This design comes from an exercise in tuning for small area, a short achievable clock period and few clock cycles per item on the open sky130 flow, not from production work. Where RTL was checked, it was by simulation tests only, not by an equivalence proof against the original. Power is estimated from default activity; no workload was simulated.

try-yarrow:
Design source_text_tokenizer, start of the top module:
module source_text_tokenizer (
  input  logic                             clk_i,
  input  logic                             rst_ni,
  input  logic                             txt_valid_i,
  output logic                             txt_ready_o,
  input  logic [7:0]                       txt_char_i,
  input  logic                             txt_end_i,
  output logic                             tok_valid_o,
  input  logic                             tok_ready_i,
  output logic [stt_pkg::KindBits-1:0]     tok_kind_o,
  output logic [stt_pkg::LineBits-1:0]     tok_line_o,
  output logic [stt_pkg::ColBits-1:0]      tok_col_o,
  output logic [stt_pkg::OffsetBits-1:0]   tok_offset_o,
  output logic [stt_pkg::LengthBits-1:0]   tok_length_o,
  output logic                             tok_last_o
);
Size: about 700 cells after synthesis, roughly 7600 µm² of cells after synthesis.
==> flow/config.mk <==
export PLATFORM = sky130hd
export DESIGN_NAME = source_text_tokenizer
export DESIGN_NICKNAME = source_text_tokenizer
export VERILOG_FILES = /design/flow/design.v
export SDC_FILE = /design/flow/constraint.sdc
export NUM_CORES = 4
export LEC_CHECK = 0
export CAP_MARGIN = 20
export CORE_MARGIN = 2
export CORE_UTILIZATION = 40
export CTS_BUF_LIST = sky130_fd_sc_hd__clkbuf_8
export SETUP_SLACK_MARGIN = 2.65
export SLEW_MARGIN = 20
==> flow/constraint.sdc <==
create_clock -name core_clock -period 5.0 [get_ports {clk_i}]
set_input_delay 1.0000 -clock core_clock [delete_from_list [all_inputs] [get_ports {clk_i}]]
set_output_delay 1.0000 -clock core_clock [all_outputs]
set_load 0.01 [all_outputs]
standard.sh (not shown) runs the stock make flow with config.mk's settings and CLKGATE_MAP_FILE= SYNTH_SCRIPT=/design/flow/synth_recipe.tcl, a recipe that flattens the netlist after the stock synthesis.
==> flow/flow/run.sh <==
#!/bin/bash
# The standard layout (standard.sh, the standard flow's own ORFS run) with these ORFS
# settings changed; make's full output goes to make.log here, each ORFS step's
# log to orfs/logs.
set -euo pipefail
export BUFFER_PORTS_ARGS="-buffer_cell sky130_fd_sc_hd__buf_1"
export SKIP_GATE_CLONING=1
bash standard.sh > make.log 2>&1
try-yarrow went all the way through synthesis, placement and routing and the layout is clean on timing, DRC and antenna.
Testbench counts of try-yarrow, summed over its fixed seeds: cycles 24,838, bytes 24,017.
The following lists how try-onyx was set up differently from try-yarrow:
# try-yarrow
export LEC_CHECK = 0
export CAP_MARGIN = 20
export CORE_MARGIN = 2
export CORE_UTILIZATION = 40
export CTS_BUF_LIST = sky130_fd_sc_hd__clkbuf_8
export SETUP_SLACK_MARGIN = 2.65
export SLEW_MARGIN = 20
create_clock -name core_clock -period 5.0 [get_ports {clk_i}]
# try-onyx
export LEC_CHECK = 0
export CAP_MARGIN = 20
export CORE_MARGIN = 2
export CORE_UTILIZATION = 40
export CTS_BUF_LIST = sky130_fd_sc_hd__clkbuf_8
export SETUP_SLACK_MARGIN = 2.75
export SLEW_MARGIN = 20
create_clock -name core_clock -period 5.0 [get_ports {clk_i}]
Notes after the runs:
- try-onyx did not stop at any stage, and its layout met the timing, DRC and antenna checks.
- [try-onyx vs try-yarrow] number of stages on the worst hold path: lower in try-onyx
- As of try-onyx, met1 wire length had risen by a few percent compared to try-yarrow.
- Taking try-yarrow as the reference, in try-onyx post-synthesis compound-gate area fraction saw little to no change, via count saw an increase, part of the total power dissipated in sequential elements saw a decrease, total power saw an increase.
- Maximum clock rate improves in try-onyx relative to try-yarrow.
- Of try-yarrow and try-onyx, the run reporting the lower post-layout minimum cycle time was try-onyx.
The following lists how try-xenon was set up differently from try-onyx:
# try-onyx
export LEC_CHECK = 0
export CAP_MARGIN = 20
export CORE_MARGIN = 2
export CORE_UTILIZATION = 40
export CTS_BUF_LIST = sky130_fd_sc_hd__clkbuf_8
export SETUP_SLACK_MARGIN = 2.75
export SLEW_MARGIN = 20
create_clock -name core_clock -period 5.0 [get_ports {clk_i}]
# try-xenon
export LEC_CHECK = 0
export CAP_MARGIN = 20
export CORE_MARGIN = 2
export CORE_UTILIZATION = 35
export CTS_BUF_LIST = sky130_fd_sc_hd__clkbuf_8
export SETUP_SLACK_MARGIN = 2.45
export SLEW_MARGIN = 20
create_clock -name core_clock -period 5.0 [get_ports {clk_i}]
Results
No run among try-xenon and try-onyx stopped early or left any final violation; all are clean. Going from try-onyx to try-xenon, post-cts repair resize count now smaller, first-pass GRT wire length now smaller. Across both runs, final setup slack of the worst path was lower for try-xenon than for try-onyx. Area growth from synthesis to final layout: try-xenon vs try-onyx down 15 points. For the floorplan row count, try-xenon came in about 6% higher than try-onyx did. Delta (try-xenon minus try-onyx): portion of the clock cycle consumed by the worst path in the final layout shows an increase of 2.1 points, overall power of the completed layout down about 6%, final HPWL from detailed placement shrank by about 2.5%, post-route non-filler standard cell count has remained practically unchanged. try-xenon against try-onyx: number of nets produced by synthesis barely changed; utilization dropped 12 points.
Changes in try-willow relative to try-xenon:
# try-xenon
export LEC_CHECK = 0
export CAP_MARGIN = 20
export CORE_MARGIN = 2
export CORE_UTILIZATION = 35
export CTS_BUF_LIST = sky130_fd_sc_hd__clkbuf_8
export SETUP_SLACK_MARGIN = 2.45
export SLEW_MARGIN = 20
create_clock -name core_clock -period 5.0 [get_ports {clk_i}]
# try-willow
export LEC_CHECK = 0
export CAP_MARGIN = 20
export CORE_MARGIN = 2
export CORE_UTILIZATION = 40
export CTS_BUF_LIST = sky130_fd_sc_hd__clkbuf_8
export SETUP_SLACK_MARGIN = 2.42
export SLEW_MARGIN = 20
create_clock -name core_clock -period 5.0 [get_ports {clk_i}]
[summary]
Compared to try-xenon, the routing of try-willow uses less wire. Of try-willow and try-xenon, it is try-willow that has the higher via count. Cmp try-xenon and try-willow / placed cell area / higher: try-xenon. Looking only at cell area, and setting everything else aside, the higher value of try-xenon and try-willow goes to try-xenon. In the reports for try-xenon and try-willow, the smaller setup slack of the critical path after layout belongs to try-xenon. Between try-xenon and try-willow, the combinational power is higher for try-xenon. Compared with try-xenon, number of well taps in try-willow decreased by more than 10%. Comparing global-route usage for try-xenon and try-willow, the bigger number came from try-willow. Cmp try-xenon and try-willow / data arrival at the endpoint of the critical path / higher: try-xenon. Diff try-xenon..try-willow | first-pass GRT wire length | negligible. In try-willow the total leakage power turned out 0.11 nW lower than in try-xenon.

source_text_tokenizer, a different RTL version from the one above (not shown whole).
Size in the first run: about 930 cells after synthesis, ~100 I/O pins, ~9900 um^2 of cells after synthesis.
export LEC_CHECK = 0
export CAP_MARGIN = 20
export CORE_MARGIN = 2
export CORE_UTILIZATION = 40
export CTS_BUF_LIST = sky130_fd_sc_hd__clkbuf_8
export SETUP_SLACK_MARGIN = 2.5
export SLEW_MARGIN = 20
create_clock -name core_clock -period 5.0 [get_ports {clk_i}]
Scripts as last shown in full above: flow/flow/run.sh
Edit:
- SETUP_SLACK_MARGIN: 2.5 -> 2.75
The new run finished clean.
Die area is unchanged.
Via count is higher by a few percent.
Setup slack improved by 250 ps.
Synthesized cell count is unchanged.
Sequential power barely changes.
Routed wire length rose by a few percent.
Cell area goes up slightly.
Final cell count barely changes.
Fmax rose by roughly a tenth.
No run of this note included a check of the RTL's function; only the layout flow was run.

source_text_tokenizer, a different RTL version from the one above (not shown whole).
For scale: roughly 720 cells after synthesis, about 180 flip-flops, roughly 8100 um2 of cells after synthesis.
Settings: LEC_CHECK=0, CAP_MARGIN=20, CORE_MARGIN=2, CORE_UTILIZATION=40, CTS_BUF_LIST=sky130_fd_sc_hd__clkbuf_8, PLACE_DENSITY=0.5, SETUP_SLACK_MARGIN=2.25, SLEW_MARGIN=20; clock period 5.0 ns.
Scripts as last shown in full above: flow/flow/run.sh
Testbench counts at the start, summed over its fixed seeds: cycles 24,838, bytes 24,017.
Then changed:
CORE_UTILIZATION = 50   (was 40)
PLACE_DENSITY = not set   (was 0.5)
Effect: Final cell count drops by a few percent; clock power drops by a little under a tenth; non-clock buffer count stays the same; synthesized cell count stays the same; register-to-register slack improved by 0.06 ns; setup slack barely changes; wire length drops by a few percent; total power drops slightly; final area drops slightly.
Then changed:
CORE_UTILIZATION = 40   (was 50)
TNS_END_PERCENT = 50   (was not set)
Final area rose slightly.
Die area rose by a quarter to a third.
Sequential power is about the same.
Power rose slightly.
Clock power rose by roughly a tenth.
Final cell count rose by a few percent.
Routed wire length fell slightly.

RTL: one of the versions met above, not the one the previous note started from.
Size: ~170 flip-flops, ~100 I/O pins, ~7600 um2 of cells after synthesis.
Settings: LEC_CHECK=0, CAP_MARGIN=20, CORE_MARGIN=2, CORE_UTILIZATION=40, CTS_BUF_LIST=sky130_fd_sc_hd__clkbuf_8, SETUP_SLACK_MARGIN=2.4, SLEW_MARGIN=20; clock period 5.0 ns.
Scripts as last shown in full above: flow/flow/run.sh
Testbench counts at the start, summed over its fixed seeds: cycles 24,838, bytes 24,017.
Rerun with:
- SETUP_SLACK_MARGIN: 2.4 -> 2.45
Area after synthesis is unchanged.
Routed wire length rose by 3.7%.
Global-route usage rises by 0.72 points.
Combinational power is higher by about 1%.
Worst hold slack hardly moves.
Power increases by 2.1%.
Design area grows by 1.1%.
Flip-flop and latch count is unchanged.
Die area is unchanged.
First-iteration DRC count falls by 9.2%.
Setup slack is better by 50 ps.
Rerun with:
- CORE_UTILIZATION: 40 -> 45
After rerunning: Power came out lower by about 3%. Area after synthesis does not change. Routed wire length came out lower by about 3.7%. Combinational power went down by about 0.8%. Count of clock-buffer cells in the layout stays the same. Cell area went down by 0.70%. Maximum frequency barely changes.

## P
RTL: one of the versions met above, not the one the previous note started from.
Size: roughly 720 cells after synthesis, ~180 flip-flops, ~100 I/O pins, about 8100 um^2 of cells after synthesis.
Settings: LEC_CHECK=0, CAP_MARGIN=20, CORE_MARGIN=2, CORE_UTILIZATION=30, CTS_BUF_LIST=sky130_fd_sc_hd__clkbuf_8, SETUP_SLACK_MARGIN=2.25, SLEW_MARGIN=20; clock period 5.0 ns.
Scripts as last shown in full above: flow/flow/run.sh
Testbench counts of P, summed over its fixed seeds: cycles 24,838, bytes 24,017.
What Q does differently from P at the input level:
Settings: swapping 30 for 40 in CORE_UTILIZATION; clearing CTS_BUF_LIST, which used to be sky130_fd_sc_hd__clkbuf_8; swapping 2.25 for 2.5 in SETUP_SLACK_MARGIN.
==> flow/run.sh (new file) <==
#!/bin/bash
# synth_recipe.tcl (not shown) runs the flow's synth.tcl, then flattens the netlist and writes it again
# the make line also repeats each setting of config.mk as NAME=value (left out here)
make -C /OpenROAD-flow-scripts/flow DESIGN_CONFIG=/design/flow/config.mk WORK_HOME=/design/flow/orfs CLKGATE_MAP_FILE= SYNTH_SCRIPT=/design/flow/synth_recipe.tcl finish
removed: flow/flow/run.sh
removed: flow/standard.sh
Findings:
Compared with P, in Q clock network area share +1.3 points, number of buffers inserted for hold repair after clock tree synthesis held, width of the die -22 um, path depth of the worst reg2reg path up 3, final critical delay including setup and external delays went down by 13 ps.
Reported for P and Q, total number of sequential cells turned out identical to the last digit.
Most frequent standard cell in the layout excluding fill and tap cells = sky130_fd_sc_hd__buf_1: P; most frequent standard cell in the layout excluding fill and tap cells = sky130_fd_sc_hd__dfrtp_1: Q
Wire length: Q > P
Sort P and Q by overall power after layout, ascending, and P comes first.
registers as the heaviest power group was reported by P, and combinational cells by Q.
Q finished every step from synthesis to the final layout, and the layout passed the timing, DRC and antenna checks.
Against P, Q reports a number of vias per cell after detailed routing that is higher.
Utilization (higher): Q
[diff] number of DRC markers after the initial detailed-route iteration, Q relative to P: improvement
[inputs] R vs Q
Settings: SETUP_SLACK_MARGIN: 2.5 -> 2.1; CTS_BUF_LIST: unset -> sky130_fd_sc_hd__clkbuf_8.
==> flow/flow/run.sh (new file) <==
#!/bin/bash
# The standard layout (standard.sh, the standard flow's own ORFS run) with these ORFS
# settings changed; make's full output goes to make.log here, each ORFS step's
# log to orfs/logs.
set -euo pipefail
export BUFFER_PORTS_ARGS="-buffer_cell sky130_fd_sc_hd__buf_1"
export SKIP_GATE_CLONING=1
bash standard.sh > make.log 2>&1
==> flow/standard.sh (new file) <==
#!/bin/bash
# synth_recipe.tcl (not shown) runs the flow's synth.tcl, then flattens the netlist and writes it again
# the make line also repeats each setting of config.mk as NAME=value (left out here)
make -C /OpenROAD-flow-scripts/flow DESIGN_CONFIG=/design/flow/config.mk WORK_HOME=/design/flow/orfs CLKGATE_MAP_FILE= SYNTH_SCRIPT=/design/flow/synth_recipe.tcl "${@:-finish}"
removed: flow/run.sh
R against Q; via count is down by a little under 10%. A capturing instance or port of the critical path of pr_q[5]$_DFF_P_ is what R shows, while tok_offset_o[12] belongs to Q. Delta (R minus Q): final cycle utilization of the critical path moved up; non-filler instance count after layout went down 4.3%; area added between synthesis and finish fell by 22 points. Compare R and Q | power density relative to cell area lower: R. Run comparison: Q first element of the critical path pr_q[12]$_DFF_P_; R first element of the critical path tok_ready_i. Between R and Q, sequential fraction of total cell area is higher for R, Q comes in under that. R completed end to end with timing, DRC and antenna clean. The sum of routed wire length over all layers of R is lower than that of Q.
Modified inputs, S compared to R
Settings: CTS_BUF_LIST: sky130_fd_sc_hd__clkbuf_8 -> unset; SETUP_SLACK_MARGIN: 2.1 -> 3.
==> flow/run.sh (new file) <==
#!/bin/bash
# synth_recipe.tcl (not shown) runs the flow's synth.tcl, then flattens the netlist and writes it again
# the make line also repeats each setting of config.mk as NAME=value (left out here)
make -C /OpenROAD-flow-scripts/flow DESIGN_CONFIG=/design/flow/config.mk WORK_HOME=/design/flow/orfs CLKGATE_MAP_FILE= SYNTH_SCRIPT=/design/flow/synth_recipe.tcl finish
removed: flow/flow/run.sh
removed: flow/standard.sh
Notes after the runs:
Sequential share of cell area: S < R
What S reported for reported leakage power has to be multiplied by 0.67 to get the figure for R.
Sequential cell count of S is on par with R.
Power came out higher on S than on R.
Compared with R, S shows a higher instance area at placement.
In S, the met2 track demand over resource in global routing came out 10 points above the value in R.
Taking R as the reference point, the layout-stage area growth over the synthesis result of S rises by 42 points.
Looking at HPWL after detailed placement, S sits 1000 um above R.
Cell count: S higher than R
Relative to R, number of buffers inserted by post-CTS setup repair increased by 93 in S.
What T does differently from S at the input level:
Settings: CTS_BUF_LIST: unset -> sky130_fd_sc_hd__clkbuf_8; SETUP_SLACK_MARGIN: 3 -> 2.3; CORE_ASPECT_RATIO: unset -> 0.5.
==> flow/flow/run.sh (new file) <==
#!/bin/bash
# The standard layout (standard.sh, the standard flow's own ORFS run) with these ORFS
# settings changed; make's full output goes to make.log here, each ORFS step's
# log to orfs/logs.
set -euo pipefail
export BUFFER_PORTS_ARGS="-buffer_cell sky130_fd_sc_hd__buf_1"
export SKIP_GATE_CLONING=1
bash standard.sh > make.log 2>&1
==> flow/standard.sh (new file) <==
#!/bin/bash
# synth_recipe.tcl (not shown) runs the flow's synth.tcl, then flattens the netlist and writes it again
# the make line also repeats each setting of config.mk as NAME=value (left out here)
make -C /OpenROAD-flow-scripts/flow DESIGN_CONFIG=/design/flow/config.mk WORK_HOME=/design/flow/orfs CLKGATE_MAP_FILE= SYNTH_SCRIPT=/design/flow/synth_recipe.tcl "${@:-finish}"
removed: flow/run.sh
[summary]
Per the final summary, T finished and its layout is clean on timing, DRC and antenna.
Of the two values seen for largest cell class by area, multi-input combinational cells was produced by S and sequential cells by T.
[compare] base=S new=T: share of cells above drive strength 1 lost 34 points; setup fix buffers added after clock tree synthesis lost 89; wire length lost 4800 um.
Compare T and S | proportion of power drawn by combinational gates higher: S
S -> T: instance area after placement decreased by a little under 10%
Compared with S, in T transition at the pin with the smallest max-transition slack climbed 160 ps; worst-skew pair later-pin latency has remained practically unchanged; total chip power saw a decrease; number of vias per cell after detailed routing -about 2.2%.
Taking T as 1.0, S lands at 1.4 on height of the die.

## re-timing with driven ports
How much do the figures lean on ideal ports? The routed layouts below were timed once more, with nothing changed but the port constraints. Step 1: set_driving_cell puts a clkbuf_16 on clk_i and a buf_2 on each other input, an assumption about the parent block. Step 2 moves the port delays by t, midway between the first and last clock arrival at a register: inputs arrive t later, outputs are due t later. That takes back most of the time a late clock gives input paths. Three values: no drivers, after step 1, after step 2; two values: the first two.
run	t, ns	setup slack, ns	hold slack, ns
try-yarrow	0.475	2.457 / 2.411 / 2.147	0.482 / 0.482 / 0.482
try-onyx	0.480	2.479 / 2.428 / 1.983	0.485 / 0.485 / 0.485
try-xenon	0.480	2.375 / 2.344 / 2.034	0.487 / 0.487 / 0.487
try-willow	0.491	2.448 / 2.400 / 2.039	0.490 / 0.490 / 0.490
the first run of note 2	0.506	2.434 / 2.407 / 1.900	0.456 / 0.456 / 0.456
the second run of note 2	0.495	2.687 / 2.687 / 2.280	0.461 / 0.461 / 0.461
the first run of note 3	0.496	2.326 / 2.326 / 1.830	0.446 / 0.446 / 0.446
the second run of note 3	0.482	2.324 / 2.337 / 1.855	0.446 / 0.446 / 0.446
the third run of note 3	0.512	2.326 / 2.291 / 1.859	0.449 / 0.447 / 0.449
the first run of note 4	0.479	2.418 / 2.371 / 1.971	0.481 / 0.481 / 0.481
the second run of note 4	0.485	2.469 / 2.408 / 2.062	0.482 / 0.482 / 0.482
the third run of note 4	0.478	2.475 / 2.422 / 2.018	0.480 / 0.462 / 0.483
P	0.496	2.327 / 2.292 / 1.796	0.452 / 0.452 / 0.452
Q	0.466	2.340 / 2.296 / 1.979	0.448 / 0.448 / 0.448
R	0.490	2.222 / 2.199 / 1.709	0.453 / 0.453 / 0.453
S	0.476	2.377 / 2.331 / 1.965	0.446 / 0.446 / 0.446
T	0.481	2.280 / 2.295 / 1.814	0.455 / 0.455 / 0.455
After both steps setup and hold are still met in every run listed. For the first run of note 2, which loses most, drivers alone change the setup slack by -0.027 ns; drivers and shift together by -0.534 ns.
